What follows belongs to an exercise in optimizing a design on an open flow for small area, a short achievable clock period and few clock cycles per item; a production flow would make more cautious choices.
The RTL was checked by simulation tests, not by an equivalence proof against the original design.
No activity file was given, so power comes from the tool's default toggle rates.

== job 101 ==
==> flow/design.v <==
`default_nettype none
package ekf_pkg;
  typedef enum logic [2:0] {
    STAGE_IDLE = 3'd0,
    STAGE_PRD  = 3'd1,
    STAGE_NEW  = 3'd2,
    STAGE_UPD  = 3'd3
  } stage_e;
  typedef logic signed [32-1:0] data_t;
  typedef logic [31:0] plb_addr_t;
  typedef logic [10-1:0] lm_idx_t;
endpackage
`default_nettype wire
`timescale 1ns/1ps
`default_nettype none
module ekf_frontend_top (
  input  wire                clk,
  input  wire                sys_rst,
  input  wire                ekf_pkg::stage_e i_stage_val,
  output logic               o_stage_rdy,
  input  wire                ekf_pkg::lm_idx_t i_l_k,
  input  wire                ekf_pkg::data_t i_rk,
  input  wire                ekf_pkg::data_t i_phi,
  output logic               o_plb_en,
  output logic               o_plb_we,
  output ekf_pkg::plb_addr_t o_plb_addr,
  output ekf_pkg::data_t     o_plb_din,
  input  wire                ekf_pkg::data_t i_plb_dout,
  output logic               o_init_predict,
  output logic               o_init_newlm,
  output logic               o_init_update,
  output ekf_pkg::data_t     o_xk,
  output ekf_pkg::data_t     o_yk,
  output ekf_pkg::data_t     o_xita,
  output ekf_pkg::data_t     o_lkx,
  output ekf_pkg::data_t     o_lky,
  input  wire                i_done_predict,
  input  wire                i_done_newlm,
  input  wire                i_done_update,
  input  wire                ekf_pkg::data_t i_result_0,
  input  wire                ekf_pkg::data_t i_result_1,
  input  wire                ekf_pkg::data_t i_result_2,
  input  wire                ekf_pkg::data_t i_result_3,
  input  wire                ekf_pkg::data_t i_result_4,
  input  wire                ekf_pkg::data_t i_result_5
);
  localparam logic [12:0] J = 13'd4096;
  localparam int C_AEN  = 0;    
  localparam int C_BW   = 1;    
  localparam int C_INV  = 2;    
  localparam int C_WR0  = 3;    
  localparam int C_WR1  = 4;    
  localparam int C_WR2  = 5;    
  localparam int C_M01  = 6;    
  localparam int C_M02  = 7;    
  localparam int C_MRK  = 8;    
  localparam int C_MPHI = 9;    
  localparam int C_M10  = 10;   
  localparam int C_M34  = 11;   
  localparam int C_M43  = 12;   
  localparam int C_LAST = 13;
  localparam int CW     = 14;
  logic          rdy_q;
  logic [1:0]    kind_q;
  logic [9:0]    k_q;
  logic [6:1]    ph_q;          
  logic          wait_q;        
  logic          wr_q;          
  logic [3:0]    n_q;           
  logic [CW-1:0] ctl_q;
  logic          en_q, we_q;
  logic [12:0]   addr_q;
  logic          ini_p_q, ini_n_q, ini_u_q;
  logic [31:0]   r0, r1, r2, r3, r4, wd;
  logic          acc, done_hit;
  logic [12:0]   lm;
  assign acc = rdy_q & ~i_stage_val[2] & (i_stage_val[1] | i_stage_val[0]);
  assign done_hit = wait_q & ((kind_q == 2'd1 & i_done_predict) |
                              (kind_q == 2'd2 & i_done_newlm) |
                              (kind_q == 2'd3 & i_done_update));
  assign lm = 13'd3 + {2'b00, k_q, 1'b0};
  function automatic logic [CW-1:0] ctl_of(input logic [1:0] kind, input logic [3:0] c);
    logic [CW-1:0] t;
    t = '0;
    case (kind)
      2'd1: case (c)
        4'd1: begin t[C_AEN] = 1; t[C_BW] = 1; t[C_M01] = 1; end             
        4'd2: begin t[C_AEN] = 1; t[C_M02] = 1; t[C_M34] = 1; t[C_M43] = 1; end  
        4'd3: begin t[C_AEN] = 1; t[C_M34] = 1; end                           
        4'd4: t[C_INV] = 1;                                                   
        default: t[C_LAST] = 1;
      endcase
      2'd2: case (c)
        4'd1: begin t[C_AEN] = 1; t[C_M01] = 1; t[C_M10] = 1; t[C_M34] = 1; end  
        4'd2: t[C_AEN] = 1;                                                   
        4'd3: t[C_WR0] = 1;                                                   
        4'd4: t[C_BW] = 1;                                                    
        4'd5: t[C_WR1] = 1;                                                   
        4'd6: t[C_BW] = 1;                                                    
        4'd7: t[C_WR2] = 1;                                                   
        default: t[C_LAST] = 1;
      endcase
      default: case (c)
        4'd1, 4'd3, 4'd5, 4'd7: begin t[C_BW] = 1; t[C_INV] = 1; end          
        4'd2: begin t[C_WR0] = 1; t[C_MRK] = 1; end                           
        4'd4: t[C_WR1] = 1;                                                   
        4'd6: t[C_WR2] = 1;                                                   
        4'd8: begin t[C_AEN] = 1; t[C_INV] = 1; t[C_MPHI] = 1; t[C_M34] = 1; end  
        4'd9: begin t[C_AEN] = 1; t[C_INV] = 1; end                           
        default: t[C_LAST] = 1;
      endcase
    endcase
    ctl_of = t;
  endfunction
  function automatic logic [12:0] addr_of(input logic [1:0] kind, input logic [3:0] c,
                                          input logic [12:0] lmw);
    logic [12:0] a;
    a = J;
    case (kind)
      2'd1: case (c)
        4'd1: a = J + 13'd1;
        4'd2: a = 13'd0;
        4'd3: a = 13'd1;
        4'd4: a = 13'd2;
        default: a = J;
      endcase
      2'd2: case (c)
        4'd1: a = J + 13'd2;
        4'd2: a = lmw;
        4'd3: a = lmw + 13'd1;
        4'd4: a = J;
        4'd5: a = J + 13'd3;
        4'd6: a = J + 13'd1;
        4'd7: a = J + 13'd5;
        default: a = J + 13'd4;
      endcase
      default: case (c)
        4'd1: a = J + 13'd4;
        4'd2: a = J;
        4'd3: a = J + 13'd7;
        4'd4: a = J + 13'd3;
        4'd5: a = J + 13'd2;
        4'd6: a = J + 13'd6;
        4'd7: a = J + 13'd5;
        4'd8: a = J + 13'd1;
        4'd9: a = J + 13'd8;
        default: a = J + 13'd9;
      endcase
    endcase
    addr_of = a;
  endfunction
  always_ff @(posedge clk) begin
    if (rdy_q) begin
      kind_q <= i_stage_val[1:0];
      k_q    <= i_l_k;
    end
  end
  always_ff @(posedge clk) begin
    if (rdy_q) begin
      addr_q <= 13'd0;
    end else if (wait_q) begin
      addr_q <= addr_of(kind_q, 4'd1, lm);
      ctl_q  <= ctl_of(kind_q, 4'd1);
      n_q    <= 4'd2;
    end else if (wr_q) begin
      addr_q <= addr_of(kind_q, n_q, lm);
      ctl_q  <= ctl_of(kind_q, n_q);
      n_q    <= n_q + 4'd1;
    end else begin
      case (1'b1)
        ph_q[1]: addr_q <= 13'd1;
        ph_q[2]: addr_q <= 13'd2;
        ph_q[3]: addr_q <= lm;
        ph_q[4]: addr_q <= lm + 13'd1;
        default: ;
      endcase
    end
  end
  always_ff @(posedge clk) begin
    if (sys_rst) begin
      rdy_q   <= 1'b1;
      ph_q    <= '0;
      wait_q  <= 1'b0;
      wr_q    <= 1'b0;
      en_q    <= 1'b0;
      we_q    <= 1'b0;
      ini_p_q <= 1'b0;
      ini_n_q <= 1'b0;
      ini_u_q <= 1'b0;
    end else begin
      ph_q    <= {ph_q[5:1], acc};
      ini_p_q <= ph_q[6] & (kind_q == 2'd1);
      ini_n_q <= ph_q[6] & (kind_q == 2'd2);
      ini_u_q <= ph_q[6] & (kind_q == 2'd3);
      if (acc) rdy_q <= 1'b0;
      if (acc | ph_q[1] | ph_q[2] | ph_q[3] | ph_q[4]) begin
        en_q <= 1'b1;
      end else if (!wr_q) begin
        en_q <= 1'b0;
      end
      if (ph_q[6]) begin
        wait_q <= 1'b1;
      end else if (done_hit) begin
        wait_q <= 1'b0;
      end
      if (done_hit) begin
        wr_q <= 1'b1;
        en_q <= 1'b1;
        we_q <= 1'b1;
      end else if (wr_q && ctl_q[C_LAST]) begin
        wr_q  <= 1'b0;
        en_q  <= 1'b0;
        we_q  <= 1'b0;
        rdy_q <= 1'b1;
      end
    end
  end
  logic [31:0] opa, opb, sum;
  logic        mv;
  assign mv  = wr_q;
  assign opa = {32{ctl_q[C_AEN]}} & r0;
  assign opb = (ctl_q[C_BW] ? wd : r3) ^ {32{ctl_q[C_INV]}};
  assign sum = opa + opb + {31'd0, ctl_q[C_INV]};
  always_ff @(posedge clk) begin
    if (ph_q[2]) r0 <= i_plb_dout;
    else if (wait_q && kind_q != 2'd1) r0 <= i_result_3;
    else if (mv && ctl_q[C_M01]) r0 <= r1;
    else if (mv && ctl_q[C_M02]) r0 <= r2;
    else if (mv && ctl_q[C_MRK]) r0 <= i_rk;
    else if (mv && ctl_q[C_MPHI]) r0 <= i_phi;
    if (ph_q[3]) r1 <= i_plb_dout;
    else if (wait_q && kind_q != 2'd1) r1 <= i_result_2;
    else if (mv && ctl_q[C_M10]) r1 <= r0;
    if (ph_q[4]) r2 <= i_plb_dout;
    else if (wait_q && kind_q == 2'd2) r2 <= i_result_1;
    else if (wait_q && kind_q == 2'd3) r2 <= i_result_5;
    if (ph_q[5]) r3 <= i_plb_dout;
    else if (wait_q && kind_q == 2'd1) r3 <= i_result_3;
    else if (wait_q && kind_q == 2'd3) r3 <= i_result_0;
    else if (mv && ctl_q[C_M34]) r3 <= r4;
    if (ph_q[6]) r4 <= i_plb_dout;
    else if (wait_q && kind_q != 2'd2) r4 <= i_result_1;
    else if (mv && ctl_q[C_M43]) r4 <= r3;
    if (wait_q) begin
      case (kind_q)
        2'd1:    wd <= i_result_2;
        2'd2:    wd <= i_result_0;
        default: wd <= i_result_4;
      endcase
    end else if (ctl_q[C_WR0]) wd <= r0;
    else if (ctl_q[C_WR1]) wd <= r1;
    else if (ctl_q[C_WR2]) wd <= r2;
    else wd <= sum;
  end
  assign o_stage_rdy    = rdy_q;
  assign o_plb_en       = en_q;
  assign o_plb_we       = we_q;
  assign o_plb_addr     = {17'd0, addr_q, 2'b00};
  assign o_plb_din      = wd;
  assign o_init_predict = ini_p_q;
  assign o_init_newlm   = ini_n_q;
  assign o_init_update  = ini_u_q;
  assign o_xk           = r0;
  assign o_yk           = r1;
  assign o_xita         = r2;
  assign o_lkx          = r3;
  assign o_lky          = r4;
endmodule
`default_nettype wire
==> flow/config.mk <==
export PLATFORM = sky130hd
export DESIGN_NAME = ekf_frontend_top
export DESIGN_NICKNAME = ekf_frontend_top
export VERILOG_FILES = /design/flow/design.v
export SDC_FILE = /design/flow/constraint.sdc
export NUM_CORES = 4
export LEC_CHECK = 0
export CAP_MARGIN = 20
export CORE_MARGIN = 2
export CORE_UTILIZATION = 40
export SETUP_SLACK_MARGIN = 3.0
export SLEW_MARGIN = 20
==> flow/constraint.sdc <==
create_clock -name core_clock -period 5.5 [get_ports {clk}]
set_input_delay 1.1000 -clock core_clock [delete_from_list [all_inputs] [get_ports {clk}]]
set_output_delay 1.1000 -clock core_clock [all_outputs]
set_load 0.01 [all_outputs]
run.sh (not shown) runs the stock make flow with config.mk's settings and CLKGATE_MAP_FILE= SYNTH_SCRIPT=/design/flow/synth_recipe.tcl, a recipe that flattens the netlist after the stock synthesis.
The flow did not stop early for job 101: all stages ran, and the layout cleared the timing, DRC and antenna checks.
Testbench counts of job 101, summed over its fixed seeds: cycles 24,171, stages 1,200.
What job 102 does differently from job 101 at the input level:
==> flow/flow/run.sh (new file) <==
#!/bin/bash
# Standard layout, with the smallest plain buffer on every port instead of
# the default port buffer.
set -euo pipefail
export BUFFER_PORTS_ARGS="-buffer_cell sky130_fd_sc_hd__buf_1"
bash standard.sh > standard.log 2>&1
==> flow/standard.sh (new file) <==
#!/bin/bash
# synth_recipe.tcl (not shown) runs the flow's synth.tcl, then flattens the netlist and writes it again
# the make line also repeats each setting of config.mk as NAME=value (left out here)
make -C /OpenROAD-flow-scripts/flow DESIGN_CONFIG=/design/flow/config.mk WORK_HOME=/design/flow/orfs CLKGATE_MAP_FILE= SYNTH_SCRIPT=/design/flow/synth_recipe.tcl "${@:-finish}"
removed: flow/run.sh
[summary]
Row clock period minus final worst setup slack: job 102 higher / job 101 lower
In job 102 the switching power turned out about 0.8% lower than in job 101.
Job 101 has completed all stages; timing, DRC and antenna checks passed.
Job 102 closes out successfully: all stages finished, all timing, DRC and antenna checks passed.
Job 101 reports its last element of the critical path as wd[16] while job 102 reports wd[30].
Looking only at global-route usage over all layers, and setting everything else aside, the higher value of job 101 and job 102 goes to job 101.
Power: job 102 draws less than job 101
Job 102 vs. job 101: share of the final layout cell area in sequential cells higher; I/O pin count stayed essentially flat; number of non-clock buffers in the layout decreased by 83 relative to the old numbers; share of power burned in the clock network went down by 1.0 points; combined area of the multi-input logic cells has decreased.

-- re-timing with driven ports --
No port has a modelled driver above. Below, the same layouts with a new extraction and two added sets of constraints.
Step 1 assumes that a clkbuf_16 drives the clock port and a buf_2 every other input.
Step 2 adds t to the input delays and takes it off the output delays; t is the mean of the earliest and latest rising clock arrival at the registers after step 1. Input paths then give back, and output paths get back, about the clock's delay inside the block.
Slacks: ideal / step 1 / step 2; pairs: ideal / step 1.
| run | shift t [ns] | slack for setup (ns) | latest minus earliest clock arrival (ns) |
|---|---|---|---|
| job 101 | 0.611 | 2.235 / 2.235 / 2.235 | 0.010 / 0.010 |
| job 102 | 0.612 | 2.175 / 2.175 / 2.175 | 0.031 / 0.032 |
After both steps every run listed still meets setup and hold.
